This is an optimization exercise on Yosys and OpenROAD, whose aim is small area and a short achievable clock period, not a production implementation.
RTL that was checked went through simulation tests only; none was proved equivalent to the original.
Function not checked in runs 4 to 6: the RTL went through the layout flow alone.
Power figures rest on the tool's default switching activity, not on a simulated workload.

`constraint.sdc`:
```
create_clock -name core_clock -period 22.0 [get_ports {iclk}]
set_input_delay 4.4000 -clock core_clock [delete_from_list [all_inputs] [get_ports {iclk}]]
set_output_delay 4.4000 -clock core_clock [all_outputs]
set_load 0.01 [all_outputs]
```
`config.mk`:
```
export PLATFORM = sky130hd
export DESIGN_NAME = rs_decoder_top
export DESIGN_NICKNAME = rs_decoder_top
export VERILOG_FILES = /design/flow/design.v
export SDC_FILE = /design/flow/constraint.sdc
export NUM_CORES = 4
export LEC_CHECK = 0
export CAP_MARGIN = 20
export CORE_MARGIN = 2
export CORE_UTILIZATION = 60
export CTS_CLUSTER_DIAMETER = 100
export CTS_CLUSTER_SIZE = 22
export SLEW_MARGIN = 20
```
`flow/run.sh`:
```
#!/bin/bash
# Standard layout, with the setup repair aiming well below the clock period:
# the clock and constraints are unchanged, repair_timing just works until
# the worst path is at most TARGET ns long.
set -euo pipefail
TARGET=${TARGET:-5.4}
export SETUP_SLACK_MARGIN=$(python3 -c "print(round($FLOW_PERIOD_NS - $TARGET, 3))")
bash standard.sh > standard_flow.log 2>&1
```
`design.v`:
```
package rs_gf_pkg;
  typedef logic [8-1:0] data_t;
  localparam int field_order = (2 ** 8) - 1;
  localparam logic [2*8-2:0] irr_poly = 285;
  function automatic data_t gf_mult(data_t a, data_t b);
    logic [2*8-2:0] prod;
    prod = '0;
    for (int i = 0; i < 8; i++) begin
      if (b[i]) begin
        prod ^= {{(8-1){1'b0}}, a} << i;
      end
    end
    for (int i = 2*8-2; i >= 8; i--) begin
      if (prod[i]) begin
        prod ^= irr_poly << (i - 8);
      end
    end
    gf_mult = prod[8-1:0];
  endfunction
  function automatic data_t gf_pow_alpha(int e);
    data_t r;
    r = data_t'(1);
    for (int i = 0; i < (e % field_order); i++) begin
      r = gf_mult(r, data_t'(2));
    end
    gf_pow_alpha = r;
  endfunction
  function automatic logic [3:0] gf16_mult(logic [3:0] a, logic [3:0] b);
    logic [6:0] p;
    p = '0;
    for (int i = 0; i < 4; i++) begin
      if (b[i]) begin
        p ^= {3'b000, a} << i;
      end
    end
    for (int i = 6; i >= 4; i--) begin
      if (p[i]) begin
        p ^= 7'b0010011 << (i - 4);
      end
    end
    gf16_mult = p[3:0];
  endfunction
  function automatic logic [3:0] gf16_inv(logic [3:0] a);
    case (a)
      4'h1: gf16_inv = 4'h1;  4'h2: gf16_inv = 4'h9;  4'h3: gf16_inv = 4'he;
      4'h4: gf16_inv = 4'hd;  4'h5: gf16_inv = 4'hb;  4'h6: gf16_inv = 4'h7;
      4'h7: gf16_inv = 4'h6;  4'h8: gf16_inv = 4'hf;  4'h9: gf16_inv = 4'h2;
      4'ha: gf16_inv = 4'hc;  4'hb: gf16_inv = 4'h5;  4'hc: gf16_inv = 4'ha;
      4'hd: gf16_inv = 4'h4;  4'he: gf16_inv = 4'h3;  4'hf: gf16_inv = 4'h8;
      default: gf16_inv = 4'h0;
    endcase
  endfunction
  localparam logic [63:0] to_comp   = 64'h20641a907854ccdf;
  localparam logic [63:0] from_comp = 64'hd45a80c4169af235;
  function automatic data_t gf_basis(data_t a, logic [63:0] m);
    for (int r = 0; r < 8; r++) begin
      gf_basis[r] = ^(a & m[8*r +: 8]);
    end
  endfunction
  function automatic data_t gf_inv(data_t a);
    data_t c;
    logic [3:0] d;
    logic [3:0] di;
    c  = gf_basis(a, to_comp);
    d  = gf16_mult(gf16_mult(c[7:4], c[7:4]), 4'h8) ^ gf16_mult(c[7:4], c[3:0]) ^ gf16_mult(c[3:0], c[3:0]);
    di = gf16_inv(d);
    gf_inv = gf_basis({gf16_mult(c[7:4], di), gf16_mult(c[7:4] ^ c[3:0], di)}, from_comp);
  endfunction
endpackage
package rs_frame_pkg;
  typedef logic [4-1:0] tag_t;
  typedef logic [$clog2(255)-1:0] pos_t;
  typedef logic [$clog2(8+2)-1:0] cnt_t;
endpackage
module rs_symbol_framer (
  input  logic               iclk,
  input  logic               ireset,
  input  logic               iclkena,
  input  logic               isop,
  input  logic               ival,
  input  rs_gf_pkg::data_t   idat,
  output logic               sym_val,
  output logic               sym_first,
  output rs_gf_pkg::data_t   sym_dat,
  output logic               synd_val
);
  logic               in_v;
  logic               in_sop;
  rs_gf_pkg::data_t   in_dat;
  rs_frame_pkg::pos_t cnt;
  logic in_frame;
  logic last_sym;
  always_ff @(posedge iclk or posedge ireset) begin
    if (ireset) begin
      in_v <= 1'b0;
    end
    else begin
      in_v <= iclkena & ival;
    end
  end
  always_ff @(posedge iclk) begin
    in_sop <= isop;
    in_dat <= idat;
  end
  assign in_frame  = in_sop | (cnt != '0);
  assign sym_val   = in_v & in_frame;
  assign sym_first = in_v & in_sop;
  assign sym_dat   = in_dat;
  assign last_sym  = sym_val & (cnt == rs_frame_pkg::pos_t'(255-1));
  always_ff @(posedge iclk or posedge ireset) begin
    if (ireset) begin
      cnt       <= '0;
      synd_val  <= 1'b0;
    end
    else begin
      synd_val <= last_sym;
      if (last_sym) begin
        cnt       <= '0;
      end
      else if (sym_val) begin
        cnt <= in_sop ? rs_frame_pkg::pos_t'(1) : cnt + 1'b1;
      end
    end
  end
endmodule
module rs_syndrome_cell #(
  parameter int root_idx = 0
) (
  input  logic             iclk,
  input  logic             sym_val,
  input  logic             sym_first,
  input  rs_gf_pkg::data_t sym_dat,
  output rs_gf_pkg::data_t syndrome
);
  localparam rs_gf_pkg::data_t root = rs_gf_pkg::gf_pow_alpha(root_idx + 0);
  rs_gf_pkg::data_t acc_next;
  always_comb begin
    if (sym_first) begin
      acc_next = sym_dat;
    end
    else begin
      acc_next = rs_gf_pkg::gf_mult(syndrome, root) ^ sym_dat;
    end
  end
  always_ff @(posedge iclk) begin
    if (sym_val) begin
      syndrome <= acc_next;
    end
  end
endmodule
module rs_berlekamp_ribm (
  input  logic               iclk,
  input  logic               ireset,
  input  logic               synd_val,
  input  rs_gf_pkg::data_t [1:16] syndrome,
  input  logic               loc_take,
  output logic               loc_val,
  output rs_gf_pkg::data_t [0:8] loc_poly,
  output rs_gf_pkg::data_t [0:8-1] omega_poly,
  output rs_frame_pkg::cnt_t loc_len,
  output logic               loc_fail
);
  localparam int t   = 8;
  localparam int t2  = 16;
  localparam int np  = t2 + t - 1;    
  rs_gf_pkg::data_t syn [0:t2-1];
  rs_gf_pkg::data_t lam [0:t];
  rs_gf_pkg::data_t cb  [0:t-1];
  rs_gf_pkg::data_t cb_d;
  rs_gf_pkg::data_t gamma;
  rs_gf_pkg::data_t delta;
  rs_gf_pkg::data_t acc;
  logic [5:0]       kv;
  logic             c1_keep;
  logic             busy;
  logic [4:0]       pass;
  logic [3:0]       step;
  logic [4:0]       idx;
  logic             p_first;
  logic             st0;
  logic             st1;
  logic             last_step;
  logic             p_bm;
  logic             p_fin;
  logic             swap;
  rs_gf_pkg::data_t lam_h;
  rs_gf_pkg::data_t cb_h;
  rs_gf_pkg::data_t cb_x;
  rs_gf_pkg::data_t lam_new;
  rs_gf_pkg::data_t s_h;
  rs_gf_pkg::data_t acc_new;
  rs_gf_pkg::data_t cb_w;
  logic [4:0]       idx_base;
  assign last_step = (step == 4'(t));
  assign p_bm      = (pass < 5'(t2));
  assign p_fin     = (pass == 5'(np));
  assign swap      = (delta != '0) && !kv[5];
  always_comb begin
    if (p_first) begin
      lam_h = st0 ? rs_gf_pkg::data_t'(1) : '0;
      cb_h  = st0 ? rs_gf_pkg::data_t'(1) : '0;
    end
    else begin
      lam_h = lam[0];
      cb_h  = (st0 && !c1_keep) ? '0 : cb[0];
    end
    cb_x    = st0 ? '0 : cb_d;
    lam_new = rs_gf_pkg::gf_mult(gamma, lam_h) ^ rs_gf_pkg::gf_mult(delta, cb_x);
    s_h     = idx[4] ? '0 : syn[idx[3:0]];
    acc_new = (st1 ? '0 : acc) ^ rs_gf_pkg::gf_mult(lam[t], s_h);
    if (!p_bm) begin
      cb_w = acc_new;
    end
    else if (st0 || swap) begin
      cb_w = lam_h;
    end
    else begin
      cb_w = cb_x;
    end
    if (pass < 5'(t2 - 1)) begin
      idx_base = pass + 5'd1;
    end
    else begin
      idx_base = pass - 5'(t2 - 1);
    end
  end
  always_ff @(posedge iclk or posedge ireset) begin
    if (ireset) begin
      busy    <= 1'b0;
      loc_val <= 1'b0;
      pass    <= '0;
      step    <= '0;
      p_first <= 1'b0;
      st0     <= 1'b0;
      st1     <= 1'b0;
    end
    else begin
      if (loc_take) begin
        loc_val <= 1'b0;
      end
      if (synd_val) begin
        busy    <= 1'b1;
        pass    <= '0;
        step    <= '0;
        p_first <= 1'b1;
        st0     <= 1'b1;
        st1     <= 1'b0;
      end
      else if (busy) begin
        st0 <= last_step;
        st1 <= st0;
        if (last_step) begin
          step    <= '0;
          pass    <= pass + 1'b1;
          p_first <= 1'b0;
        end
        else begin
          step <= step + 1'b1;
        end
        if (p_fin) begin
          busy    <= 1'b0;
          loc_val <= 1'b1;
        end
      end
    end
  end
  always_ff @(posedge iclk) begin
    acc  <= acc_new;
    cb_d <= cb_h;
    idx <= st0 ? idx_base : idx - 1'b1;
  end
  always_ff @(posedge iclk) begin
    if (synd_val) begin
      for (int j = 0; j < t2; j++) begin
        syn[j] <= syndrome[j+1];
      end
      gamma   <= rs_gf_pkg::data_t'(1);
      delta   <= syndrome[1];
      kv      <= '0;
    end
    else if (busy) begin
      if (!p_fin) begin
        for (int j = 0; j < t; j++) begin
          lam[j] <= lam[j+1];
        end
        lam[t] <= lam_new;
      end
      if (p_bm ? !last_step : st0) begin
        for (int j = 0; j < t-1; j++) begin
          cb[j] <= cb[j+1];
        end
        cb[t-1] <= cb_w;
      end
      if (st1 && p_bm) begin
        c1_keep <= swap;
      end
      if (st0 && !p_first && p_bm) begin
        delta <= acc_new;
      end
      if (last_step && p_bm) begin
        if (swap) begin
          gamma <= delta;
          kv    <= ~kv;
        end
        else begin
          kv    <= kv + 1'b1;
        end
        if (pass == 5'(t2 - 1)) begin
          gamma <= rs_gf_pkg::data_t'(1);
          delta <= '0;
        end
      end
    end
  end
  always_comb begin
    for (int i = 0; i <= t; i++) begin
      loc_poly[i] = lam[i];
    end
    for (int i = 0; i < t; i++) begin
      omega_poly[i] = cb[i];
    end
  end
  assign loc_fail = kv[5];
  assign loc_len  = rs_frame_pkg::cnt_t'((6'(t2) - kv) >> 1);
endmodule
module rs_chien_forney (
  input  logic               iclk,
  input  logic               ireset,
  input  logic               iclkena,
  input  logic               loc_val,
  input  rs_gf_pkg::data_t [0:8] loc_poly,
  input  rs_gf_pkg::data_t [0:8-1] omega_poly,
  input  rs_frame_pkg::cnt_t loc_len,
  input  logic               loc_fail,
  output logic               loc_take,
  output logic               oerr_val,
  output rs_frame_pkg::pos_t oerr_pos,
  output rs_gf_pkg::data_t   oerr_mag,
  output logic               oframe_done,
  output rs_frame_pkg::cnt_t oerr_cnt,
  output logic               odecfail,
  output rs_frame_pkg::tag_t otag
);
  localparam int t = 8;
  logic               en_d;
  rs_gf_pkg::data_t lam_reg [0:t];
  rs_gf_pkg::data_t omg_reg [0:t-1];
  rs_gf_pkg::data_t lam_nxt [0:t];
  rs_gf_pkg::data_t omg_nxt [0:t-1];
  logic               e_val;
  rs_frame_pkg::pos_t e_pos;
  logic               e_last;
  logic               e_root;
  rs_frame_pkg::cnt_t e_len;
  logic               e_fail;
  rs_frame_pkg::cnt_t root_cnt;
  rs_frame_pkg::cnt_t root_cnt_nxt;
  rs_gf_pkg::data_t   lam_even;
  rs_gf_pkg::data_t   lam_odd;
  rs_gf_pkg::data_t   omg_sum;
  logic               s1_val;
  logic               s1_first;
  logic               s1_last;
  logic               s1_root;
  rs_gf_pkg::data_t   s1_lodd;
  logic               s2_val;
  logic               s2_last;
  logic               s2_root;
  rs_gf_pkg::data_t   s2_inv;
  logic               v_val;
  logic               v_done;
  rs_gf_pkg::data_t   v_mag;
  logic               p_val;
  logic               p_done;
  rs_gf_pkg::data_t   p_mag;
  logic               omg_take;
  assign e_last   = (e_pos == rs_frame_pkg::pos_t'(255-1));
  assign loc_take = en_d & loc_val & (~e_val | e_last);
  assign omg_take = en_d & s1_val & s1_first;
  for (genvar g = 0; g <= t; g++) begin : g_term
    localparam rs_gf_pkg::data_t step = rs_gf_pkg::gf_pow_alpha(g + rs_gf_pkg::field_order - 4);
    assign lam_nxt[g] = rs_gf_pkg::gf_mult(lam_reg[g], step);
    always_ff @(posedge iclk) begin
      if (loc_take) begin
        lam_reg[g] <= loc_poly[g];
      end
      else if (en_d && e_val) begin
        lam_reg[g] <= lam_nxt[g];
      end
    end
    if (g < t) begin : g_omega
      assign omg_nxt[g] = rs_gf_pkg::gf_mult(omg_reg[g], step);
      always_ff @(posedge iclk) begin
        if (omg_take) begin
          omg_reg[g] <= omega_poly[g];
        end
        else if (en_d && s2_val) begin
          omg_reg[g] <= omg_nxt[g];
        end
      end
    end
  end
  always_comb begin
    lam_even = '0;
    lam_odd  = '0;
    omg_sum  = '0;
    for (int i = 0; i <= t; i++) begin
      if (i % 2 == 1) begin
        lam_odd ^= lam_nxt[i];
      end
      else begin
        lam_even ^= lam_nxt[i];
      end
    end
    for (int i = 0; i < t; i++) begin
      omg_sum ^= omg_nxt[i];
    end
  end
  assign e_root       = (lam_even ^ lam_odd) == '0;
  assign root_cnt_nxt = root_cnt + rs_frame_pkg::cnt_t'(e_root);
  always_ff @(posedge iclk or posedge ireset) begin
    if (ireset) begin
      en_d        <= 1'b0;
      e_val       <= 1'b0;
      e_pos       <= '0;
      s1_val      <= 1'b0;
      s2_val      <= 1'b0;
      v_val       <= 1'b0;
      v_done      <= 1'b0;
      p_val       <= 1'b0;
      p_done      <= 1'b0;
      root_cnt    <= '0;
      oerr_val    <= 1'b0;
      oerr_pos    <= '0;
      oframe_done <= 1'b0;
      otag        <= '0;
    end
    else begin
      en_d <= iclkena;
      if (en_d) begin
        if (loc_take) begin
          e_val <= 1'b1;
          e_pos <= '0;
        end
        else if (e_val) begin
          e_pos <= e_pos + 1'b1;
          if (e_last) begin
            e_val <= 1'b0;
          end
        end
        if (e_val) begin
          root_cnt <= e_last ? '0 : root_cnt_nxt;
        end
        s1_val <= e_val;
        s2_val <= s1_val;
        v_val  <= s2_val;
        v_done <= s2_val & s2_last;
        p_val  <= v_val;
        p_done <= v_done;
      end
      if (iclkena) begin
        oerr_val    <= en_d ? v_val  : p_val;
        oframe_done <= en_d ? v_done : p_done;
        if (oerr_val) begin
          oerr_pos <= (oerr_pos == rs_frame_pkg::pos_t'(255-1)) ? '0 : oerr_pos + 1'b1;
        end
        if (oframe_done) begin
          otag <= otag + 1'b1;
        end
      end
    end
  end
  always_ff @(posedge iclk) begin
    if (loc_take) begin
      e_len  <= loc_len;
      e_fail <= loc_fail;
    end
    if (en_d) begin
      s1_first <= (e_pos == '0);
      s1_last  <= e_last;
      s1_root  <= e_val & e_root;
      s1_lodd  <= lam_odd;
      s2_last  <= s1_last;
      s2_root  <= s1_root;
      s2_inv   <= rs_gf_pkg::gf_inv(s1_lodd);
      v_mag    <= s2_root ? rs_gf_pkg::gf_mult(omg_sum, s2_inv) : '0;
      p_mag    <= v_mag;
      if (e_val && e_last) begin
        oerr_cnt <= root_cnt_nxt;
        odecfail <= e_fail | (root_cnt_nxt != e_len);
      end
    end
    if (iclkena) begin
      oerr_mag <= en_d ? v_mag : p_mag;
    end
  end
endmodule
module rs_decoder_top (
  input  logic               iclk,
  input  logic               ireset,
  input  logic               iclkena,
  input  logic               isop,
  input  logic               ival,
  input  rs_gf_pkg::data_t   idat,
  output logic               oerr_val,
  output rs_frame_pkg::pos_t oerr_pos,
  output rs_gf_pkg::data_t   oerr_mag,
  output logic               oframe_done,
  output rs_frame_pkg::cnt_t oerr_cnt,
  output logic               odecfail,
  output rs_frame_pkg::tag_t otag
);
  logic  sym_val;
  logic  sym_first;
  rs_gf_pkg::data_t sym_dat;
  logic  synd_val;
  rs_gf_pkg::data_t [1:16] syndrome;
  logic  loc_val;
  logic  loc_take;
  rs_gf_pkg::data_t [0:8] loc_poly;
  rs_gf_pkg::data_t [0:8-1] omega_poly;
  rs_frame_pkg::cnt_t  loc_len;
  logic  loc_fail;
  rs_symbol_framer framer0 (
    .iclk      (iclk),
    .ireset    (ireset),
    .iclkena   (iclkena),
    .isop      (isop),
    .ival      (ival),
    .idat      (idat),
    .sym_val   (sym_val),
    .sym_first (sym_first),
    .sym_dat   (sym_dat),
    .synd_val  (synd_val)
  );
  for (genvar g = 0; g < 16; g++) begin : g_synd
    rs_syndrome_cell #(
      .root_idx (g)
    ) cell0 (
      .iclk      (iclk),
      .sym_val   (sym_val),
      .sym_first (sym_first),
      .sym_dat   (sym_dat),
      .syndrome  (syndrome[g+1])
    );
  end
  rs_berlekamp_ribm ribm0 (
    .iclk       (iclk),
    .ireset     (ireset),
    .synd_val   (synd_val),
    .syndrome   (syndrome),
    .loc_take   (loc_take),
    .loc_val    (loc_val),
    .loc_poly   (loc_poly),
    .omega_poly (omega_poly),
    .loc_len    (loc_len),
    .loc_fail   (loc_fail)
  );
  rs_chien_forney chien0 (
    .iclk        (iclk),
    .ireset      (ireset),
    .iclkena     (iclkena),
    .loc_val     (loc_val),
    .loc_poly    (loc_poly),
    .omega_poly  (omega_poly),
    .loc_len     (loc_len),
    .loc_fail    (loc_fail),
    .loc_take    (loc_take),
    .oerr_val    (oerr_val),
    .oerr_pos    (oerr_pos),
    .oerr_mag    (oerr_mag),
    .oframe_done (oframe_done),
    .oerr_cnt    (oerr_cnt),
    .odecfail    (odecfail),
    .otag        (otag)
  );
endmodule
```
`standard.sh`:
```
#!/bin/bash
# synth_recipe.tcl (not shown) runs the flow's synth.tcl, then flattens the netlist and writes it again
# the make line also repeats each setting of config.mk as NAME=value (left out here)
make -C /OpenROAD-flow-scripts/flow DESIGN_CONFIG=/design/flow/config.mk WORK_HOME=/design/flow/orfs CLKGATE_MAP_FILE= SYNTH_SCRIPT=/design/flow/synth_recipe.tcl "${@:-finish}"
```
==> impl_metrics.py, run 1 <==
metrics = {
    "setup_path": {
        "crit_path_start_kind": "register",
        "reg2reg_slack_ns": 16.82,
        "worstSetupPathType": "register to primary output",
        "max_stage_delay_ns": 0.43,
        "reg2regPathDepth": 17,
        "crit_chain": "buf_6",
        "cp.buffers_inverters": 1,
        "crit_arrival_ns": 1.14,
        "worstReg2RegEnd": "chien0.s2_inv[6]$_DFFE_PP_",
        "cp-end-kind": "primary output",
        "cp.required_ns": 17.60,
        "cpMaxStageDelayCell": "dfrtp_2",
        "path_max_fanout": 2,
        "crit_family": "flip-flops",
        "worst_r2r_startpoint": "chien0.s1_lodd[4]$_DFFE_PP_",
    },
    "synth": {
        "synth.area.top_cells": "edfxtp_1 48%, xnor2_1 16%, nand2_1 6.5%",
        "yosysTopAreaCellShare_pct": 48.0,
        "synth_common_cells": "683 x xnor2_1, 632 x nand2_1, 584 x edfxtp_1",
        "synth_fp_nets": 3311,
        "synthCells": 3266,
        "yosys.area.top_type": "edfxtp_1",
        "ys_ff_latch": 694,
        "async_flop_share_pct": 8.36,
        "netlist_area_sq_mm": 0.0366,
        "synth_edf_count": 584,
        "avgSynthCellArea_sq_um": 11.2,
        "yosys.cell_count.top_type": "xnor2_1",
        "ys_dominant_reg_cell": "edfxtp_1",
        "ys_seq_area_share_pct": 54.8,
        "yosysUniqueCellTypes": 81,
        "ys_warn_count": 26,
    },
    "die": {
        "die_w_microns": 251,
        "core_area_sq_mm": 0.0604,
        "ios": 40,
        "initial_core_util_pct": 60.6,
        "dieHeight_microns": 251,
        "rows": 90,
        "dieArea_sq_mm": 0.0629,
    },
    "outcome": {
        "status": "timing/DRC/antenna clean",
    },
    "timing": {
        "fin_skew_ns": 0.0310,
        "slew-limit-headroom_pct": 28.0,
        "worst_pin_slew_ns": 1.08,
        "fin_tns_setup_ns": 0,
        "rsz0062_at_grt": "true",
        "finalSetupViolCount": 0,
        "fin_ws_ns": 16.46,
        "finalHoldViolations": 0,
        "clock.fmax_mhz": 180,
        "drv_slew": 0,
        "period_needed_ns": 5.54,
        "fin_crit_sh_pct": 25.2,
    },
    "drt": {
        "routed_wl_mm": 83.1,
        "wl_met3_mm": 4.18,
        "dr_wl_met2_mm": 39.5,
        "drt-initial-drc-count": 1915,
        "top_layer": "met4",
        "drc": 0,
        "viasPerCell": 5.67,
        "firstDrtPassIters": 6,
        "met1_length_mm": 38.1,
        "ant_nets": 0,
        "wl_per_cell_microns": 20.5,
        "vias": 22991,
    },
    "clocking": {
        "cts_sinks": 694,
        "ctsHtreeMaxLevel": 2,
        "clk_pin_slew_ns": 0.09,
        "numCtsBuffers": 37,
        "cts_tree": "yes",
        "clockBufferDepth": 3,
        "cts_root_buf": "clkbuf_16",
        "clkLatencyLatePin_ns": 0.60,
    },
    "grt": {
        "grtUsageTotal_pct": 26.5,
        "antenna_found_initial": 1,
        "grt_pass1_wl_mm": 131,
        "grt_max_degree": 85,
        "overflow": 0,
        "grt_pass1_vias": 22379,
    },
    "cells_and_area": {
        "stdcell_area_sq_mm": 0.0390,
        "final_util_pct": 64.6,
        "num_antenna_cells": 0,
        "final_nets": 3287,
        "area_growth_syn_to_layout_pct": 6.64,
        "reg_top3": "g_synd.cell0.syndrome x128, ribm0.syn x128",
        "layout-drive-gt1-share_pct": 6.82,
    },
    "power": {
        "ir_drop_v": 0.000119,
        "power_switching_mw": 1.14,
        "powerDensity_mw_per_mm2": 98.2,
        "power.internal_mw": 2.69,
        "pwr-share-comb_pct": 34.8,
        "clkPwrFrac_pct": 20.0,
        "p_leak_nw": 13.8,
        "p_sw_share_pct": 29.8,
        "pwr-share-seq_pct": 45.2,
    },
    "placed_design": {
        "gp_congestion": 0.886,
        "portBuffers": 39,
        "pre_cts_ws_ns": 15.34,
        "place_area_sq_mm": 0.0375,
        "hpwl_mm": 54.0,
    },
    "worst_hold_path": {
        "hold-path-cell-count": 0,
        "hp-start": "ribm0.lam[6][4]$_DFFE_PP_",
        "hold_path_class": "register to register",
        "hold_end": "ribm0.lam[5][4]$_DFFE_PP_",
    },
    "run": {
        "max_cap_viol_count": 0,
    },
}
-- how the worst max path moves through the flow --
stage	endpoint	startpoint	slack, ns	cells after the start
after floorplan	chien0.oerr_pos[7]$_DFFE_PP0P_	iclkena	16.61	7
after global placement	chien0.oerr_pos[7]$_DFFE_PP0P_	iclkena	15.42	6
after detailed placement	chien0.oerr_pos[7]$_DFFE_PP0P_	iclkena	15.34	6
after CTS	oerr_pos[0]	chien0.oerr_pos[0]$_DFFE_PP0P_	16.42	1
after global routing	oerr_pos[1]	chien0.oerr_pos[1]$_DFFE_PP0P_	16.41	1
final	oerr_pos[0]	chien0.oerr_pos[0]$_DFFE_PP0P_	16.46	1
-- through the flow --
stage                     std cells  total power [mW]  hold slack, ns
after floorplan                3266              2.84           0.400
after global placement         3942              2.99           0.424
after detailed placement       3942              3.02           0.430
after CTS                      4035              3.79           0.451
after global routing           4053              4.03           0.464
final                          4053              3.83           0.449
-- placed cells by master (no fill, tap or decap), types with 12 or more instances in the layout --
master,instances
xnor3_1,12
nor3_1,20
edfxtp_1,584
clkbuf_16,39
clkbuf_1,25
a21oi_1,91
a22oi_1,35
nand3b_1,12
nand3_1,32
dfxtp_1,48
dfrtp_1,53
nor2b_1,18
buf_2,24
nand4_1,13
o21ai_0,86
and2_1,23
nor2_1,196
buf_4,73
nand2b_1,18
xor2_1,211
xnor2_1,679
mux2_2,24
inv_1,47
mux2i_1,27
nand2_1,630
ha_1,32
a221oi_1,13
-- logic make-up (layout without fill, tap and decap cells) --
kind of cell | Yosys count | count (layout) | share of synthesized area, %
adders and majority gates | 35 | 35 | 1.18
muxes | 55 | 55 | 1.64
DFF | 694 | 694 | 54.8
buffers and inverters | 229 | 234 | 2.44
xor gates and xnor gates | 918 | 918 | 22.8
AOI/OAI and AO/OA | 318 | 318 | 5.50
and+or+nand+nor | 1017 | 1017 | 11.7
-- cell type report --
cell class	count	area, sq um
clock inverters	3	37.5
repair buffers	113	835
flip-flops and latches	694	20000
clock buffers	65	1080
fillers	4749	21400
multi-input cells	2343	15800
well taps	782	978
inverters	53	209
-- layer usage --
metal,GRT usage (%),vias to the layer above
met3,2.76,95
met1,39.0,11351
met2,43.2,616
met5,0,-
met4,4.98,0
li1,-,10929
-- what timing repair did --
item                                    in CTS  in global routing
endpoints found under the setup margin      47                 37
pin swaps                                    0                  5
hold buffers                                 0                  0
buffers inserted                            25                 18
resized for setup                          125                 15
-- power groups by stage --
| stage | combinational, mW | clock [mW] | sequential, mW |
|---|---|---|---|
| finish | 1.33 | 0.766 | 1.73 |
| floorplan | 1.12 | 0 | 1.71 |
| global route | 1.47 | 0.821 | 1.75 |
| detailed placement | 1.26 | 0 | 1.76 |
| CTS | 1.28 | 0.783 | 1.73 |
| global placement | 1.22 | 0 | 1.76 |
==> run 2: changes to the inputs <==
--- a/flow/run.sh
+++ b/flow/run.sh
@@ -5,3 +5,3 @@
 set -euo pipefail
-TARGET=${TARGET:-5.4}
+TARGET=${TARGET:-5.6}
 export SETUP_SLACK_MARGIN=$(python3 -c "print(round($FLOW_PERIOD_NS - $TARGET, 3))")
--- a/config.mk
+++ b/config.mk
@@ -7,3 +7,3 @@
 export LEC_CHECK = 0
-export CAP_MARGIN = 20
+export CAP_MARGIN = 0
 export CORE_MARGIN = 2
@@ -12,2 +12,2 @@
 export CTS_CLUSTER_SIZE = 22
-export SLEW_MARGIN = 20
+export SLEW_MARGIN = 0
==> run 2 against run 1 <==
Still clean. Combinational power is essentially flat. Cell count is 0.17% lower. Flip-flop and latch count is the same. Power is 0.63% lower. Largest cell class unchanged.
==> impl_metrics.py, run 2 <==
metrics = {
    "outcome": {
        "status": "timing/DRC/antenna clean",
    },
    "timing": {
        "finalSetupViolCount": 0,
        "fin_tns_setup_ns": 0,
        "fin_crit_sh_pct": 25.3,
        "drv_slew": 0,
        "period_needed_ns": 5.56,
        "finalHoldViolations": 0,
        "rsz0062_at_grt": "true",
        "hold_slack_ns": 0.432,
        "slew-limit-headroom_pct": 23.6,
        "fin_skew_ns": 0.0392,
        "clock.fmax_mhz": 180,
        "worst_pin_slew_ns": 1.12,
    },
    "placed_design": {
        "gp_congestion": 0.870,
        "dp.cells": 3941,
        "portBuffers": 39,
        "hpwl_mm": 54.8,
        "place_area_sq_mm": 0.0375,
    },
    "synth": {
        "yosysTopAreaCellShare_pct": 48.0,
        "avgSynthCellArea_sq_um": 11.2,
        "synth_edf_count": 584,
        "synth.area.top_cells": "edfxtp_1 48%, xnor2_1 16%, nand2_1 6.5%",
        "synth_common_cells": "683 x xnor2_1, 632 x nand2_1, 584 x edfxtp_1",
        "ys_ff_latch": 694,
        "yosysUniqueCellTypes": 81,
        "ys_seq_area_share_pct": 54.8,
        "netlist_area_sq_mm": 0.0366,
        "synthCells": 3266,
        "synth_fp_nets": 3311,
        "ys_warn_count": 26,
        "yosys.area.top_type": "edfxtp_1",
        "async_flop_share_pct": 8.36,
        "ys_dominant_reg_cell": "edfxtp_1",
        "yosys.cell_count.top_type": "xnor2_1",
    },
    "power": {
        "clkPwrFrac_pct": 20.2,
        "ir_drop_v": 0.000131,
        "pwr-share-comb_pct": 34.2,
        "power_switching_mw": 1.14,
        "finalPower_mw": 3.80,
        "power.internal_mw": 2.66,
        "p_sw_share_pct": 30.0,
        "powerDensity_mw_per_mm2": 97.9,
        "pwr-share-seq_pct": 45.6,
        "p_leak_nw": 13.8,
    },
    "setup_path": {
        "crit_chain": "buf_2",
        "cp.buffers_inverters": 1,
        "worstSetupPathType": "register to primary output",
        "reg2reg_slack_ns": 16.58,
        "cp.required_ns": 17.60,
        "reg2regPathDepth": 18,
        "crit_cells": 1,
        "path_max_fanout": 2,
        "worstReg2RegEnd": "chien0.s2_inv[6]$_DFFE_PP_",
        "cpMaxStageDelayCell": "dfrtp_2",
        "critical_path.startpoint": "chien0.oerr_pos[1]$_DFFE_PP0P_",
        "crit_path_start_kind": "register",
        "endpoint": "oerr_pos[1]",
        "crit_family": "flip-flops",
        "max_stage_delay_ns": 0.43,
        "worst_r2r_startpoint": "chien0.s1_lodd[4]$_DFFE_PP_",
        "crit_arrival_ns": 1.16,
        "cp-end-kind": "primary output",
    },
    "die": {
        "dieArea_sq_mm": 0.0629,
        "dieHeight_microns": 251,
        "ios": 40,
        "core_area_sq_mm": 0.0604,
        "initial_core_util_pct": 60.6,
        "die_w_microns": 251,
        "rows": 90,
    },
    "grt": {
        "overflow": 0,
        "grtUsageTotal_pct": 26.5,
        "grt_pass1_vias": 22245,
        "antenna_found_initial": 0,
        "grt_max_degree": 83,
        "grt_pass1_wl_mm": 130,
    },
    "run": {
        "max_cap_viol_count": 0,
    },
    "drt": {
        "ant_nets": 0,
        "firstDrtPassIters": 6,
        "viasPerCell": 5.72,
        "drc": 0,
        "drt-initial-drc-count": 2067,
        "vias": 23133,
        "routed_wl_mm": 83.3,
        "wl_per_cell_microns": 20.6,
    },
    "clocking": {
        "clkLatencyLatePin_ns": 0.61,
        "cts_sinks": 694,
        "cts_root_buf": "clkbuf_16",
        "numCtsBuffers": 38,
        "clk_pin_slew_ns": 0.09,
        "ctsHtreeMaxLevel": 2,
        "cts_tree": "yes",
        "clockBufferDepth": 3,
        "cts_hold_buffers": 0,
    },
    "worst_hold_path": {
        "hold_path_class": "register to register",
    },
    "cells_and_area": {
        "reg_top3": "g_synd.cell0.syndrome x128, ribm0.syn x128",
        "fin_cells": 4046,
        "layout-drive-gt1-share_pct": 6.53,
        "layout_common_cells": "679 x xnor2_1, 630 x nand2_1, 584 x edfxtp_1, 213 x xor2_1, 196 x nor2_1",
        "final_common_cell": "xnor2_1",
        "final_nets": 3279,
        "area_growth_syn_to_layout_pct": 6.27,
        "stdcell_area_sq_mm": 0.0389,
    },
}
run 2: cell counts after synthesis:
Identical to the previous run, type by type.
run 2: timing repair:
item                                    4_1_cts  5_1_grt
pin swaps                                     0        2
setup buffers                                22       13
resized for setup                           112       12
endpoints found under the setup margin       42       16
run 2: how the worst min path moves through the flow:
stage                               end                      from  cells after the start
2_1_floorplan  chien0.s2_last$_DFFE_PP_  chien0.s1_last$_DFFE_PP_                      0
3_3_place_gp   chien0.s2_root$_DFFE_PP_  chien0.s1_root$_DFFE_PP_                      0
3_5_place_dp   chien0.s2_root$_DFFE_PP_  chien0.s1_root$_DFFE_PP_                      0
4_1_cts        chien0.s2_root$_DFFE_PP_  chien0.s1_root$_DFFE_PP_                      0
5_1_grt        chien0.s2_root$_DFFE_PP_  chien0.s1_root$_DFFE_PP_                      0
6_report       chien0.s2_root$_DFFE_PP_  chien0.s1_root$_DFFE_PP_                      0
run 2: layer usage:
layer / GRT usage, % / share of wire [%] / wire [microns] / vias up
li1: - / - / - / 10913
met1: 38.2 / 45 / 37400 / 11469
met2: 43.8 / 48 / 40300 / 649
met3: 2.58 / 4.7 / 3930 / 102
met4: 6.17 / 2.0 / 1680 / 0
met5: 0 / 0 / 0 / -
run 2: power by group through the flow:
stage	logic, mW	clock network, mW	registers (mW)
2_1_floorplan	1.12	0	1.71
3_3_place_gp	1.23	0	1.76
3_5_place_dp	1.27	0	1.76
4_1_cts	1.28	0.788	1.73
5_1_grt	1.44	0.829	1.75
6_report	1.30	0.769	1.73
run 2: layout make-up:
type                       instances  area, sq um
antenna                            1         2.50
fill                            4744        21500
timing repair buffer             104          736
inverter                          53          209
clock inverter                     6         70.1
multi-input combinational       2343        15800
tap                              782          978
sequential                       694        20000
clock buffer                      63         1070
run 2: cell families after synthesis:
group | share of synthesized area [%]
AOI/OAI and AO/OA | 5.50
xor gates and xnor gates | 22.8
adders and majority gates | 1.18
buffers and inverters | 2.44
DFF | 54.8
muxes | 1.64
and+or+nand+nor | 11.7
run 2: through the flow:
step,util [%],worst slack (ns)
6_report,64.4,16.44
5_1_grt,64.4,16.34
4_1_cts,64.2,16.32
3_5_place_dp,62.2,15.33
3_3_place_gp,62.2,15.38
2_1_floorplan,-,16.45
==> run 3: changes to the inputs <==
--- a/config.mk
+++ b/config.mk
@@ -7,7 +7,7 @@
 export LEC_CHECK = 0
-export CAP_MARGIN = 0
+export CAP_MARGIN = 20
 export CORE_MARGIN = 2
-export CORE_UTILIZATION = 60
-export CTS_CLUSTER_DIAMETER = 100
-export CTS_CLUSTER_SIZE = 22
-export SLEW_MARGIN = 0
+export CORE_UTILIZATION = 55
+export CTS_CLUSTER_DIAMETER = 120
+export CTS_CLUSTER_SIZE = 26
+export SLEW_MARGIN = 20
==> run 3 against run 2 <==
Die area rose by 8.9%. Sequential power barely moved. Clock-buffer cell count fell by 9. Cell count rose by 1.8%. Clock skew fell by 0.0043 ns. Via count fell by 2.0%.
==> impl_metrics.py, run 3 <==
metrics = {
    "grt": {
        "overflow": 0,
        "antenna_found_initial": 0,
        "grt_pass1_vias": 22354,
        "grtUsageTotal_pct": 24.7,
        "grt_max_degree": 85,
        "grt_pass1_wl_mm": 131,
    },
    "synth": {
        "netlist_area_sq_mm": 0.0366,
        "synth_common_cells": "683 x xnor2_1, 632 x nand2_1, 584 x edfxtp_1",
        "synth_edf_count": 584,
        "yosysUniqueCellTypes": 81,
        "yosys.cell_count.top_type": "xnor2_1",
        "avgSynthCellArea_sq_um": 11.2,
        "synth_fp_nets": 3311,
        "ys_ff_latch": 694,
        "yosys.area.top_type": "edfxtp_1",
        "synth.area.top_cells": "edfxtp_1 48%, xnor2_1 16%, nand2_1 6.5%",
        "ys_seq_area_share_pct": 54.8,
        "synthCells": 3266,
        "ys_dominant_reg_cell": "edfxtp_1",
        "ys_warn_count": 26,
        "async_flop_share_pct": 8.36,
        "yosysTopAreaCellShare_pct": 48.0,
    },
    "power": {
        "ir_drop_v": 0.000173,
        "powerDensity_mw_per_mm2": 96.6,
        "finalPower_mw": 3.75,
        "p_leak_nw": 13.7,
    },
    "clocking": {
        "cts_hold_buffers": 0,
        "ctsHtreeMaxLevel": 1,
        "cts_sinks": 694,
        "clk_pin_slew_ns": 0.10,
        "cts_tree": "yes",
        "numCtsBuffers": 31,
        "clockBufferDepth": 3,
        "clkLatencyLatePin_ns": 0.66,
        "cts_root_buf": "clkbuf_16",
    },
    "timing": {
        "slew-limit-headroom_pct": 18.5,
        "hold_slack_ns": 0.430,
        "period_needed_ns": 5.63,
        "fin_ws_ns": 16.37,
        "drv_slew": 0,
        "fin_tns_setup_ns": 0,
        "finalHoldViolations": 0,
        "worst_pin_slew_ns": 1.21,
        "finalSetupViolCount": 0,
        "rsz0062_at_grt": "true",
        "clock.fmax_mhz": 178,
        "fin_skew_ns": 0.0350,
        "fin_crit_sh_pct": 25.6,
    },
    "drt": {
        "drt-initial-drc-count": 2218,
        "vias": 22663,
        "drc": 0,
        "firstDrtPassIters": 6,
        "routed_wl_mm": 84.6,
        "viasPerCell": 5.50,
        "wl_per_cell_microns": 20.5,
        "ant_nets": 0,
    },
    "setup_path": {
        "crit_chain": "buf_2",
        "crit_family": "flip-flops",
        "path_max_fanout": 2,
        "worstSetupPathType": "register to primary output",
        "max_stage_delay_ns": 0.42,
        "cp.required_ns": 17.60,
        "cp.buffers_inverters": 1,
        "crit_arrival_ns": 1.23,
        "cpMaxStageDelayCell": "dfrtp_1",
        "cp-end-kind": "primary output",
        "crit_path_start_kind": "register",
    },
    "cells_and_area": {
        "stdcell_area_sq_mm": 0.0389,
        "final_common_cell": "xnor2_1",
        "layout-drive-gt1-share_pct": 6.36,
        "num_antenna_cells": 0,
        "fin_cells": 4119,
        "reg_top3": "g_synd.cell0.syndrome x128, ribm0.syn x128",
        "final_nets": 3275,
        "final_util_pct": 59.1,
        "layout_common_cells": "678 x xnor2_1, 630 x nand2_1, 584 x edfxtp_1, 213 x xor2_1, 196 x nor2_1",
        "fillCellCount": 5496,
        "area_growth_syn_to_layout_pct": 6.26,
    },
    "die": {
        "initial_core_util_pct": 55.6,
        "dieHeight_microns": 262,
        "die_w_microns": 262,
        "rows": 94,
        "dieArea_sq_mm": 0.0686,
        "ios": 40,
        "core_area_sq_mm": 0.0657,
    },
    "run": {
        "max_cap_viol_count": 0,
    },
    "placed_design": {
        "place_area_sq_mm": 0.0377,
        "dp.cells": 4026,
        "hpwl_mm": 56.2,
        "portBuffers": 39,
        "gp_congestion": 0.863,
        "pre_cts_ws_ns": 15.29,
    },
    "worst_hold_path": {
        "hold_path_class": "register to register",
    },
    "outcome": {
        "status": "timing/DRC/antenna clean",
    },
}
[run 3: cell counts after synthesis]
No cell type changed its count.
[run 3: per-layer routing]
layer	share of wire (%)	routed length, microns	GRT usage, %
met5	0	0	0
met1	46	39000	35.7
met2	48	40200	40.4
met4	2.4	2030	6.06
met3	4.0	3360	2.42
[run 3: power by group]
part | total [mW] | switching, mW | leakage, nW | internal (mW)
Sequential | 1.73 | 0.110 | 6.41 | 1.63
Clock | 0.694 | 0.419 | 0.439 | 0.275
Combinational | 1.32 | 0.613 | 6.86 | 0.712
[run 3: layout make-up]
class,count,area [sq um],area share (%)
clock buffer,54,862,2.22
clock inverter,4,63.8,0.164
inverter,53,209,0.538
multi-input combinational,2343,15800,40.6
sequential,694,20000,51.6
tap,864,1080,2.78
timing repair buffer,107,811,2.09
[run 3: logic make-up after synthesis]
family	synth area share [%]
AO/OA/AOI/OAI	5.50
XOR/XNOR	22.8
adder cells (fa/ha/maj)	1.18
buffers and inverters	2.44
flip-flops	54.8
multiplexers	1.64
AND/OR/NAND/NOR	11.7
[run 3: worst paths after layout]
path / slack, ns / cells after the start / from / to
max: 16.37 / 1 / chien0.oerr_pos[2]$_DFFE_PP0P_ / oerr_pos[2]
min: 0.43 / 0 / chien0.s1_root$_DFFE_PP_ / chien0.s2_root$_DFFE_PP_
max reg2reg: 16.64 / 16 / ribm0.idx[1]$_DFF_P_ / ribm0.delta[4]$_DFFE_PN_
min reg2reg: 0.43 / 0 / chien0.s1_root$_DFFE_PP_ / chien0.s2_root$_DFFE_PP_
max in group asynchronous: 17.10 / 3 / ireset / chien0.en_d$_DFF_PP0_
min in group asynchronous: 4.32 / 3 / ireset / chien0.oerr_pos[6]$_DFFE_PP0P_
[run 3: timing repair]
action / in CTS / in global routing
gates cloned: 0 / 0
endpoints found under the setup margin: 36 / 33
resized for setup: 120 / 13
pin swaps: 0 / 2
buffers inserted: 20 / 15
hold endpoints to repair: 0 / 0
==> run 4: changes to the inputs <==
--- a/design.v
+++ b/design.v
@@ -19,2 +19,20 @@
   endfunction
+  function automatic data_t gf_mult2(data_t a, data_t b, data_t c, data_t d);
+    logic [2*8-2:0] prod;
+    prod = '0;
+    for (int i = 0; i < 8; i++) begin
+      if (b[i]) begin
+        prod ^= {{(8-1){1'b0}}, a} << i;
+      end
+      if (d[i]) begin
+        prod ^= {{(8-1){1'b0}}, c} << i;
+      end
+    end
+    for (int i = 2*8-2; i >= 8; i--) begin
+      if (prod[i]) begin
+        prod ^= irr_poly << (i - 8);
+      end
+    end
+    gf_mult2 = prod[8-1:0];
+  endfunction
   function automatic data_t gf_pow_alpha(int e);
@@ -207,3 +225,3 @@
     cb_x    = st0 ? '0 : cb_d;
-    lam_new = rs_gf_pkg::gf_mult(gamma, lam_h) ^ rs_gf_pkg::gf_mult(delta, cb_x);
+    lam_new = rs_gf_pkg::gf_mult2(gamma, lam_h, delta, cb_x);
     s_h     = idx[4] ? '0 : syn[idx[3:0]];
--- a/config.mk
+++ b/config.mk
@@ -9,5 +9,5 @@
 export CORE_MARGIN = 2
-export CORE_UTILIZATION = 55
-export CTS_CLUSTER_DIAMETER = 120
-export CTS_CLUSTER_SIZE = 26
+export CORE_UTILIZATION = 70
+export CTS_CLUSTER_DIAMETER = 100
+export CTS_CLUSTER_SIZE = 22
 export SLEW_MARGIN = 20
==> run 4 against run 3 <==
Still clean. Sequential power is essentially flat. Maximum frequency up 0.96%. Combinational power is 9% higher. Sequential share of layout area shrank 0.20 points. Cell count is 4.1% lower. Critical path type unchanged. Largest power group unchanged.
==> impl_metrics.py, run 4 <==
metrics = {
    "grt": {
        "grt_pass1_wl_mm": 127,
        "antenna_found_initial": 1,
        "overflow": 0,
        "use_met1_pct": 41.9,
        "grt-busiest-layer": "met2",
        "grt_use_met2_pct": 50.4,
        "grt_use_met3_pct": 3.47,
        "grtUsageTotal_pct": 30.3,
        "grt_pass1_vias": 22667,
        "grt_max_degree": 89,
    },
    "drt": {
        "wl_per_cell_microns": 20.6,
        "drc": 0,
        "viasPerCell": 5.91,
        "routed_wl_mm": 81.2,
        "vias": 23332,
        "ant_nets": 0,
        "drt-initial-drc-count": 2618,
        "firstDrtPassIters": 8,
    },
    "setup_path": {
        "cpMaxStageDelayCell": "dfrtp_1",
        "path_max_fanout": 3,
        "crit_arrival_ns": 1.18,
        "max_stage_delay_ns": 0.43,
        "reg2reg_slack_ns": 16.61,
        "crit_path_start_kind": "register",
        "cp-end-kind": "primary output",
        "crit_chain": "buf_2",
        "crit_family": "flip-flops",
        "cp.required_ns": 17.60,
        "worstSetupPathType": "register to primary output",
        "cp.buffers_inverters": 1,
    },
    "clocking": {
        "numCtsBuffers": 38,
        "clk_pin_slew_ns": 0.09,
        "cts_tree": "yes",
        "ctsHtreeMaxLevel": 2,
        "cts_root_buf": "clkbuf_16",
        "clockBufferDepth": 3,
        "clkLatencyLatePin_ns": 0.60,
        "cts_hold_buffers": 0,
        "cts_sinks": 694,
    },
    "synth": {
        "async_flop_share_pct": 8.36,
        "yosysUniqueCellTypes": 87,
        "synth.area.top_cells": "edfxtp_1 48%, xnor2_1 16%, nand2_1 6.4%",
        "ys_dominant_reg_cell": "edfxtp_1",
        "synth_common_cells": "670 x xnor2_1, 627 x nand2_1, 584 x edfxtp_1",
        "ys_seq_area_share_pct": 54.8,
        "ys_ff_latch": 694,
        "synthCells": 3245,
        "yosysTopAreaCellShare_pct": 48.0,
        "ys_warn_count": 26,
        "synth_edf_count": 584,
        "synth_fp_nets": 3290,
        "avgSynthCellArea_sq_um": 11.3,
        "yosys.cell_count.top_type": "xnor2_1",
        "netlist_area_sq_mm": 0.0365,
        "yosys.area.top_type": "edfxtp_1",
    },
    "cells_and_area": {
        "final_nets": 3287,
        "final_common_cell": "xnor2_1",
        "layout-drive-gt1-share_pct": 7.28,
        "fin_cells": 3951,
        "layout_common_cells": "662 x xnor2_1, 625 x nand2_1, 584 x edfxtp_1, 228 x xor2_1, 196 x nor2_1",
        "area_growth_syn_to_layout_pct": 6.69,
        "num_antenna_cells": 0,
        "reg_top3": "g_synd.cell0.syndrome x128, ribm0.syn x128",
    },
    "timing": {
        "fin_tns_setup_ns": 0,
        "period_needed_ns": 5.58,
        "fin_crit_sh_pct": 25.4,
        "hold_slack_ns": 0.438,
        "slew-limit-headroom_pct": 26.3,
        "finalSetupViolCount": 0,
        "worst_pin_slew_ns": 1.10,
        "finalHoldViolations": 0,
        "drv_slew": 0,
        "rsz0062_at_grt": "true",
        "fin_skew_ns": 0.0344,
        "clock.fmax_mhz": 179,
    },
    "placed_design": {
        "dp.cells": 3836,
        "portBuffers": 39,
        "gp_congestion": 0.901,
        "hpwl_mm": 54.5,
    },
    "power": {
        "p_leak_nw": 14.1,
        "finalPower_mw": 3.93,
        "powerDensity_mw_per_mm2": 101,
        "ir_drop_v": 0.000141,
    },
    "worst_hold_path": {
        "hold_path_class": "register to register",
    },
    "die": {
        "die_w_microns": 232,
        "rows": 83,
        "initial_core_util_pct": 71.0,
        "core_area_sq_mm": 0.0515,
        "dieHeight_microns": 232,
        "ios": 40,
        "dieArea_sq_mm": 0.0541,
    },
    "run": {
        "max_cap_viol_count": 0,
    },
    "outcome": {
        "status": "timing/DRC/antenna clean",
    },
}
-- run 4: changes by cell type in the layout (fill, tap and decap cells not counted), moves of 9 or more --
cell and change:
a221oi_1 -9, mux2i_1 +10, nand3_1 +10, nand3b_1 -11, xnor2_1 -16, xor2_1 +15
-- run 4: through the flow --
stage          util [%]  instance area, sq um  setup slack (ns)
6_report           75.7                 39000             16.42
4_1_cts            75.2                 38700             16.38
3_5_place_dp       72.7                 37500             15.73
2_1_floorplan         -                 36600             16.40
3_3_place_gp       72.7                 37500             15.72
5_1_grt            75.7                 39000             16.39
-- run 4: timing repair --
item                                    CTS  global route
endpoints found under the setup margin   35            17
cloned                                    0             0
buffers inserted                         23            23
pin swaps                                 1             5
resized for setup                       108            21
-- run 4: kinds of logic after synthesis --
kind of cell / synth area share [%]
AOI/OAI and AO/OA: 5.19
xor gates and xnor gates: 22.7
adders and majority gates: 1.12
buffers and inverters: 2.24
DFF: 54.8
muxes: 2.15
and+or+nand+nor: 11.8
-- run 4: power breakdown --
group / internal, mW / switching, mW / total, mW
registers: 1.62 / 0.0965 / 1.72
clock network: 0.344 / 0.421 / 0.764
logic: 0.744 / 0.698 / 1.44
total: 2.71 / 1.22 / 3.93
-- run 4: final cells by class --
cell class	count	area, sq um
fillers	3399	12500
repair buffers	118	893
clock inverters	5	72.6
flip-flops and latches	694	20000
well taps	680	851
inverters	50	194
multi-input cells	2340	15900
clock buffers	64	1080
-- run 4: worst paths after layout --
check                                               startpoint                             end  cells past startpoint
min in group asynchronous                               ireset  chien0.oerr_pos[6]$_DFFE_PP0P_                      3
max in group asynchronous                               ireset      framer0.synd_val$_DFF_PP0_                      3
worst min-delay path                  chien0.s1_last$_DFFE_PP_        chien0.s2_last$_DFFE_PP_                      0
worst min register to register        chien0.s1_last$_DFFE_PP_        chien0.s2_last$_DFFE_PP_                      0
worst max-delay path            chien0.oerr_pos[2]$_DFFE_PP0P_                     oerr_pos[2]                      1
worst max register to register     chien0.s1_lodd[3]$_DFFE_PP_      chien0.s2_inv[1]$_DFFE_PP_                     18
-- run 4: routing by layer --
layer  vias up  routed length, microns
li1      10929                       -
met3       143                    5110
met1     11424                   33500
met4         0                    2590
met2       836                   40000
met5         -                       0
==> run 5: changes to the inputs <==
--- a/config.mk
+++ b/config.mk
@@ -9,5 +9,6 @@
 export CORE_MARGIN = 2
-export CORE_UTILIZATION = 70
-export CTS_CLUSTER_DIAMETER = 100
-export CTS_CLUSTER_SIZE = 22
+export CORE_UTILIZATION = 60
+export CTS_BUF_LIST = sky130_fd_sc_hd__clkbuf_8
+export CTS_CLUSTER_DIAMETER = 80
+export CTS_CLUSTER_SIZE = 16
 export SLEW_MARGIN = 20
==> run 5 against run 4 <==
Clock skew up 0.049 ns. Flip-flop and latch count unchanged. Still clean on timing, DRC and antenna. Global-route usage down 3.9 points. Design area down 0.62%. Clock-buffer cell count down 13. Die area up 16%. Hold slack worse by 0.026 ns. Highest routed layer unchanged. Core utilization down 11 points. Cell count up 2.9%. Maximum frequency down 1.7%. Register-to-register slack worse by 0.07 ns. Largest power group unchanged. Combinational power about the same.
==> impl_metrics.py, run 5 <==
metrics = {
    "outcome": {
        "status": "timing/DRC/antenna clean",
    },
    "timing": {
        "hold_slack_ns": 0.413,
        "period_needed_ns": 5.67,
        "finalHoldViolations": 0,
        "fin_tns_setup_ns": 0,
        "slew-limit-headroom_pct": 27.9,
        "fin_crit_sh_pct": 25.8,
        "drv_slew": 0,
        "worst_pin_slew_ns": 1.08,
        "finalSetupViolCount": 0,
        "clock.fmax_mhz": 176,
        "rsz0062_at_grt": "true",
        "fin_skew_ns": 0.0834,
    },
    "die": {
        "initial_core_util_pct": 60.7,
        "rows": 90,
        "ios": 40,
        "dieArea_sq_mm": 0.0629,
        "die_w_microns": 251,
        "dieHeight_microns": 251,
        "core_area_sq_mm": 0.0602,
    },
    "grt": {
        "overflow": 0,
        "antenna_found_initial": 1,
        "grt_max_degree": 93,
        "grt_pass1_vias": 22322,
        "grtUsageTotal_pct": 26.4,
        "grt_pass1_wl_mm": 129,
    },
    "drt": {
        "routed_wl_mm": 83.0,
        "drt-initial-drc-count": 1796,
        "ant_nets": 0,
        "vias": 22853,
        "viasPerCell": 5.62,
        "wl_per_cell_microns": 20.4,
        "drc": 0,
        "firstDrtPassIters": 7,
    },
    "setup_path": {
        "crit_path_start_kind": "register",
        "max_stage_delay_ns": 0.43,
        "path_max_fanout": 4,
        "worstReg2RegEnd": "chien0.s2_inv[1]$_DFFE_PP_",
        "worst_r2r_startpoint": "chien0.s1_lodd[3]$_DFFE_PP_",
        "cp.buffers_inverters": 1,
        "critical_path.startpoint": "chien0.oerr_pos[3]$_DFFE_PP0P_",
        "crit_chain": "buf_2",
        "reg2reg_slack_ns": 16.54,
        "crit_family": "flip-flops",
        "reg2regPathDepth": 18,
        "cp.required_ns": 17.60,
        "cp-end-kind": "primary output",
        "cpMaxStageDelayCell": "dfrtp_1",
        "crit_arrival_ns": 1.27,
        "worstSetupPathType": "register to primary output",
    },
    "worst_hold_path": {
        "hold_path_class": "register to register",
        "hp-start": "chien0.s1_root$_DFFE_PP_",
        "hold_end": "chien0.s2_root$_DFFE_PP_",
        "hold-path-cell-count": 0,
    },
    "synth": {
        "synth_common_cells": "670 x xnor2_1, 627 x nand2_1, 584 x edfxtp_1",
        "yosys.cell_count.top_type": "xnor2_1",
        "yosysTopAreaCellShare_pct": 48.0,
        "yosys.area.top_type": "edfxtp_1",
        "ys_warn_count": 26,
        "synth_edf_count": 584,
        "synth_fp_nets": 3290,
        "synthCells": 3245,
        "avgSynthCellArea_sq_um": 11.3,
        "yosysUniqueCellTypes": 87,
        "async_flop_share_pct": 8.36,
        "ys_seq_area_share_pct": 54.8,
        "netlist_area_sq_mm": 0.0365,
        "ys_ff_latch": 694,
        "ys_dominant_reg_cell": "edfxtp_1",
        "synth.area.top_cells": "edfxtp_1 48%, xnor2_1 16%, nand2_1 6.4%",
    },
    "power": {
        "power_switching_mw": 1.21,
        "pwr-share-comb_pct": 37.1,
        "ir_drop_v": 0.000155,
        "powerDensity_mw_per_mm2": 98.0,
        "clkPwrFrac_pct": 17.4,
        "p_sw_share_pct": 31.9,
        "power.internal_mw": 2.59,
        "pwr-share-seq_pct": 45.5,
        "p_leak_nw": 14.1,
    },
    "cells_and_area": {
        "fin_cells": 4065,
        "final_common_cell": "xnor2_1",
        "area_growth_syn_to_layout_pct": 6.03,
        "layout_common_cells": "666 x xnor2_1, 625 x nand2_1, 584 x edfxtp_1, 228 x xor2_1, 196 x nor2_1",
        "reg_top3": "g_synd.cell0.syndrome x128, ribm0.syn x128",
        "final_nets": 3285,
        "num_antenna_cells": 0,
        "layout-drive-gt1-share_pct": 7.10,
        "stdcell_area_sq_mm": 0.0387,
    },
    "clocking": {
        "cts_tree": "yes",
        "clockBufferDepth": 3,
        "numCtsBuffers": 51,
        "cts_root_buf": "clkbuf_8",
        "clkLatencyLatePin_ns": 0.72,
        "ctsHtreeMaxLevel": 2,
        "cts_hold_buffers": 0,
        "cts_sinks": 694,
        "clk_pin_slew_ns": 0.10,
    },
    "placed_design": {
        "gp_congestion": 0.857,
        "portBuffers": 39,
        "hpwl_mm": 55.4,
        "place_area_sq_mm": 0.0376,
        "dp.cells": 3934,
    },
    "run": {
        "max_cap_viol_count": 0,
    },
}
run 5: cell counts after synthesis:
Identical to the previous run, type by type.
run 5: logic make-up after synthesis:
| group | synth area share (%) |
|---|---|
| multiplexers | 2.15 |
| adder cells (fa/ha/maj) | 1.12 |
| buffers and inverters | 2.24 |
| flip-flops | 54.8 |
| AO/OA/AOI/OAI | 5.19 |
| XOR/XNOR | 22.7 |
| AND/OR/NAND/NOR | 11.8 |
run 5: layout make-up:
type / count / area [sq um]
clock inverters: 45 / 248
clock buffers: 51 / 702
repair buffers: 103 / 766
fillers: 4703 / 21500
well taps: 782 / 978
multi-input cells: 2340 / 15800
flip-flops and latches: 694 / 20000
inverters: 50 / 194
run 5: worst max path at each step:
stage	end	slack (ns)	cells past startpoint
6_report	oerr_pos[3]	16.33	1
5_1_grt	chien0.s2_inv[1]$_DFFE_PP_	16.27	18
4_1_cts	oerr_pos[3]	16.25	1
3_5_place_dp	chien0.s2_inv[1]$_DFFE_PP_	15.65	18
3_3_place_gp	chien0.oerr_pos[4]$_DFFE_PP0P_	15.67	8
2_1_floorplan	chien0.oerr_pos[4]$_DFFE_PP0P_	16.40	7
run 5: routing by layer:
layer / GRT usage (%) / vias up / share of wire (%)
met4: 9.43 / 0 / 3.3
met5: 0 / - / 0
met3: 3.54 / 134 / 5.6
met1: 36.8 / 11147 / 43
li1: - / 10919 / -
met2: 42.7 / 653 / 48
run 5: stage by stage:
step | util (%) | setup WS [ns] | total power, mW
final | 64.3 | 16.33 | 3.80
after global routing | 64.3 | 16.27 | 4.01
after CTS | 64.1 | 16.25 | 3.82
after floorplan | - | 16.40 | 2.89
after global placement | 62.3 | 15.67 | 3.12
after detailed placement | 62.3 | 15.65 | 3.15
run 5: what timing repair did:
| item | CTS | global route |
|---|---|---|
| gates cloned | 0 | 0 |
| pin swaps | 1 | 2 |
| resized for setup | 118 | 8 |
| setup endpoints to repair | 35 | 33 |
| buffers inserted | 27 | 8 |
run 5: power groups by stage:
stage                     logic [mW]  clock network (mW)  registers (mW)
after detailed placement        1.39                   0            1.76
final                           1.41               0.660            1.73
after global placement          1.36                   0            1.75
after floorplan                 1.18                   0            1.71
after CTS                       1.41               0.682            1.73
after global routing            1.55               0.724            1.74
==> run 6: changes to the inputs <==
--- a/design.v
+++ b/design.v
@@ -19,20 +19,2 @@
   endfunction
-  function automatic data_t gf_mult2(data_t a, data_t b, data_t c, data_t d);
-    logic [2*8-2:0] prod;
-    prod = '0;
-    for (int i = 0; i < 8; i++) begin
-      if (b[i]) begin
-        prod ^= {{(8-1){1'b0}}, a} << i;
-      end
-      if (d[i]) begin
-        prod ^= {{(8-1){1'b0}}, c} << i;
-      end
-    end
-    for (int i = 2*8-2; i >= 8; i--) begin
-      if (prod[i]) begin
-        prod ^= irr_poly << (i - 8);
-      end
-    end
-    gf_mult2 = prod[8-1:0];
-  endfunction
   function automatic data_t gf_pow_alpha(int e);
@@ -104,5 +86,2 @@
 );
-  logic               in_v;
-  logic               in_sop;
-  rs_gf_pkg::data_t   in_dat;
   rs_frame_pkg::pos_t cnt;
@@ -110,18 +89,6 @@
   logic last_sym;
-  always_ff @(posedge iclk or posedge ireset) begin
-    if (ireset) begin
-      in_v <= 1'b0;
-    end
-    else begin
-      in_v <= iclkena & ival;
-    end
-  end
-  always_ff @(posedge iclk) begin
-    in_sop <= isop;
-    in_dat <= idat;
-  end
-  assign in_frame  = in_sop | (cnt != '0);
-  assign sym_val   = in_v & in_frame;
-  assign sym_first = in_v & in_sop;
-  assign sym_dat   = in_dat;
+  assign in_frame  = isop | (cnt != '0);
+  assign sym_val   = iclkena & ival & in_frame;
+  assign sym_first = iclkena & ival & isop;
+  assign sym_dat   = idat;
   assign last_sym  = sym_val & (cnt == rs_frame_pkg::pos_t'(255-1));
@@ -138,3 +105,3 @@
       else if (sym_val) begin
-        cnt <= in_sop ? rs_frame_pkg::pos_t'(1) : cnt + 1'b1;
+        cnt <= isop ? rs_frame_pkg::pos_t'(1) : cnt + 1'b1;
       end
@@ -225,3 +192,3 @@
     cb_x    = st0 ? '0 : cb_d;
-    lam_new = rs_gf_pkg::gf_mult2(gamma, lam_h, delta, cb_x);
+    lam_new = rs_gf_pkg::gf_mult(gamma, lam_h) ^ rs_gf_pkg::gf_mult(delta, cb_x);
     s_h     = idx[4] ? '0 : syn[idx[3:0]];
--- a/config.mk
+++ b/config.mk
@@ -10,5 +10,4 @@
 export CORE_UTILIZATION = 60
-export CTS_BUF_LIST = sky130_fd_sc_hd__clkbuf_8
-export CTS_CLUSTER_DIAMETER = 80
-export CTS_CLUSTER_SIZE = 16
+export CTS_CLUSTER_DIAMETER = 100
+export CTS_CLUSTER_SIZE = 22
 export SLEW_MARGIN = 20
==> run 6 against run 5 <==
Power grew 65%. Routed wire length grew 0.86%. Critical path type unchanged. Largest cell class unchanged. Cell count decreased by 1.4%. Clock skew shrank 0.046 ns. Still clean. Die area down 0.67%. Critical path depth unchanged. Setup slack gained 0.11 ns. Sequential share of layout area down 0.66 points. Clock power grew 11%. Core utilization up 0.28 points. Clock-buffer cell count rose by 4.
==> impl_metrics.py, run 6 <==
metrics = {
    "synth": {
        "netlist_area_sq_mm": 0.0363,
        "yosys.area_share.simple_pct": 11.7,
        "ys_seq_area_share_pct": 54.6,
        "synth_common_cells": "683 x xnor2_1, 622 x nand2_1, 584 x edfxtp_1",
        "synth_xor_area_share_pct": 23.3,
        "ys_dominant_reg_cell": "edfxtp_1",
        "avgSynthCellArea_sq_um": 11.3,
        "yosysTopAreaCellShare_pct": 48.3,
        "yosysUniqueCellTypes": 86,
        "ys_ff_latch": 684,
        "synth_fa_ha_area_share_pct": 1.16,
        "yosys.area.top_type": "edfxtp_1",
        "synth_top_family_by_area": "XOR/XNOR gates",
        "synth_fp_nets": 3265,
        "synth.area.top_cells": "edfxtp_1 48%, xnor2_1 16%, nand2_1 6.4%",
        "synth_compound_area_share_pct": 4.85,
        "synthCells": 3220,
        "yosys.cell_count.top_type": "xnor2_1",
        "ys_warn_count": 26,
        "async_flop_share_pct": 8.33,
        "synthMuxAreaShare_pct": 2.08,
        "synth_edf_count": 584,
    },
    "setup_path": {
        "crit_family": "flip-flops",
        "cp-end-kind": "primary output",
        "cp.buffers_inverters": 1,
        "max_stage_delay_ns": 0.42,
        "cp.required_ns": 17.60,
        "worstReg2RegEnd": "chien0.s2_inv[6]$_DFFE_PP_",
        "reg2regPathDepth": 21,
        "worstSetupPathType": "register to primary output",
        "path_max_fanout": 3,
        "crit_cells": 1,
        "endpoint": "oerr_pos[7]",
        "critical_path.startpoint": "chien0.oerr_pos[7]$_DFFE_PP0P_",
        "cpMaxStageDelayCell": "dfrtp_1",
        "crit_arrival_ns": 1.17,
        "crit_path_start_kind": "register",
        "worst_r2r_startpoint": "chien0.s1_lodd[1]$_DFFE_PP_",
        "reg2reg_slack_ns": 16.75,
        "crit_chain": "buf_2",
    },
    "cells_and_area": {
        "num_antenna_cells": 0,
        "layout-drive-gt1-share_pct": 7.44,
        "area_growth_syn_to_layout_pct": 7.02,
        "reg_top3": "g_synd.cell0.syndrome x128, ribm0.syn x128",
        "final_common_cell": "xnor2_1",
        "fin_cells": 4009,
        "layout_common_cells": "677 x xnor2_1, 621 x nand2_1, 584 x edfxtp_1, 228 x xor2_1, 201 x nor2_1",
        "final_nets": 3251,
        "fillCellCount": 4709,
    },
    "clocking": {
        "numCtsBuffers": 37,
        "clockBufferDepth": 3,
        "ctsHtreeMaxLevel": 2,
        "cts_tree": "yes",
        "clk_pin_slew_ns": 0.09,
        "cts_sinks": 684,
        "clkLatencyLatePin_ns": 0.59,
        "cts_root_buf": "clkbuf_16",
    },
    "power": {
        "p_leak_nw": 13.8,
        "powerDensity_mw_per_mm2": 161,
        "ir_drop_v": 0.000188,
    },
    "timing": {
        "finalHoldViolations": 0,
        "fin_crit_sh_pct": 25.3,
        "slew-limit-headroom_pct": 29.3,
        "rsz0062_at_grt": "true",
        "fin_tns_setup_ns": 0,
        "clock.fmax_mhz": 180,
        "drv_slew": 0,
        "finalSetupViolCount": 0,
        "worst_pin_slew_ns": 1.06,
        "period_needed_ns": 5.57,
        "fin_skew_ns": 0.0376,
    },
    "outcome": {
        "status": "timing/DRC/antenna clean",
    },
    "run": {
        "max_cap_viol_count": 0,
    },
    "die": {
        "initial_core_util_pct": 60.4,
        "dieArea_sq_mm": 0.0625,
        "core_area_sq_mm": 0.0601,
        "rows": 90,
        "ios": 40,
        "dieHeight_microns": 250,
        "die_w_microns": 250,
    },
    "drt": {
        "drc": 0,
        "wl_per_cell_microns": 20.9,
        "vias": 22732,
        "routed_wl_mm": 83.7,
        "firstDrtPassIters": 5,
        "viasPerCell": 5.67,
        "ant_nets": 0,
        "drt-initial-drc-count": 1906,
    },
    "grt": {
        "grtUsageTotal_pct": 27.0,
        "overflow": 0,
        "antenna_found_initial": 3,
        "grt_pass1_vias": 22455,
        "grt_pass1_wl_mm": 132,
        "grt_max_degree": 73,
    },
    "placed_design": {
        "hpwl_mm": 54.1,
        "gp_congestion": 0.886,
        "portBuffers": 39,
        "dp.cells": 3905,
    },
    "worst_hold_path": {
        "hold_path_class": "register to register",
    },
}
-- run 6: cell types whose count changed in the layout (fill, tap and decap cells not counted), moves of 11 or more --
cell / change
xnor2_1: +11
nand3b_1: +12
a21oi_1: -16
clkbuf_8: -51
inv_1: -42
clkbuf_16: +38
xnor2_2: +12
clkbuf_1: +17
-- run 6: worst min path at each step --
| stage | start | endpoint | slack, ns | depth (start not counted) |
|---|---|---|---|---|
| final | chien0.s1_last$_DFFE_PP_ | chien0.s2_last$_DFFE_PP_ | 0.44 | 0 |
| after floorplan | chien0.s1_last$_DFFE_PP_ | chien0.s2_last$_DFFE_PP_ | 0.40 | 0 |
| after CTS | chien0.s1_last$_DFFE_PP_ | chien0.s2_last$_DFFE_PP_ | 0.44 | 0 |
| after global routing | chien0.s1_last$_DFFE_PP_ | chien0.s2_last$_DFFE_PP_ | 0.46 | 0 |
| after detailed placement | chien0.s1_last$_DFFE_PP_ | chien0.s2_last$_DFFE_PP_ | 0.42 | 0 |
| after global placement | chien0.s1_last$_DFFE_PP_ | chien0.s2_last$_DFFE_PP_ | 0.41 | 0 |
-- run 6: cell type report --
cell class,instances,area [sq um],share of cell area (%)
multi-input cells,2322,15800,40.7
flip-flops and latches,684,19800,51.1
clock buffers,55,1010,2.61
inverters,44,173,0.445
clock inverters,5,45.0,0.116
repair buffers,117,1000,2.58
well taps,782,978,2.52
-- run 6: repair_timing --
| action | 4_1_cts | 5_1_grt |
|---|---|---|
| gates resized for setup | 139 | 12 |
| setup buffers | 17 | 21 |
| hold buffers | 0 | 0 |
| pin swaps | 2 | 3 |
| cloned | 6 | 0 |
| endpoints found under the setup margin | 296 | 76 |
-- run 6: power breakdown --
group / leakage [nW] / total, mW / internal (mW) / switching (mW)
Sequential: 6.49 / 2.03 / 1.79 / 0.245
Combinational: 6.81 / 3.50 / 1.62 / 1.88
Clock: 0.511 / 0.735 / 0.325 / 0.410
Total: 13.8 / 6.26 / 3.73 / 2.54
-- run 6: logic make-up after synthesis --
group	after synthesis
simple gates	1008
flops	684
xor+xnor	935
mux	68
fa+ha+maj	34
compound gates	275
buf+inv	216
-- run 6: stage by stage --
stage          total power [mW]  hold slack (ns)  area, sq um  setup WS [ns]  utilization, %
5_1_grt                    6.69            0.455        38800          16.37            64.6
4_1_cts                    6.27            0.442        38600          16.37            64.2
3_3_place_gp               5.41            0.411        37300          14.38            62.1
6_report                   6.26            0.437        38800          16.44            64.6
3_5_place_dp               5.48            0.416        37300          14.36            62.1
2_1_floorplan              4.70            0.400        36300          14.68               -
-- run 6: metal layers --
metal | global-route usage, % | wire length (microns)
met1 | 37.8 | 36800
met2 | 45.6 | 41200
met3 | 2.38 | 3870
met4 | 6.88 | 1820
met5 | 0 | 0

Re-timed with assumed drivers on the ports (clkbuf_16 on the clock, buf_2 on other inputs), run 6 has 16.367 ns of setup slack against 16.435 ns with ideal ports, and 15.871 ns once port delays also move by the mid clock arrival of 0.643 ns.
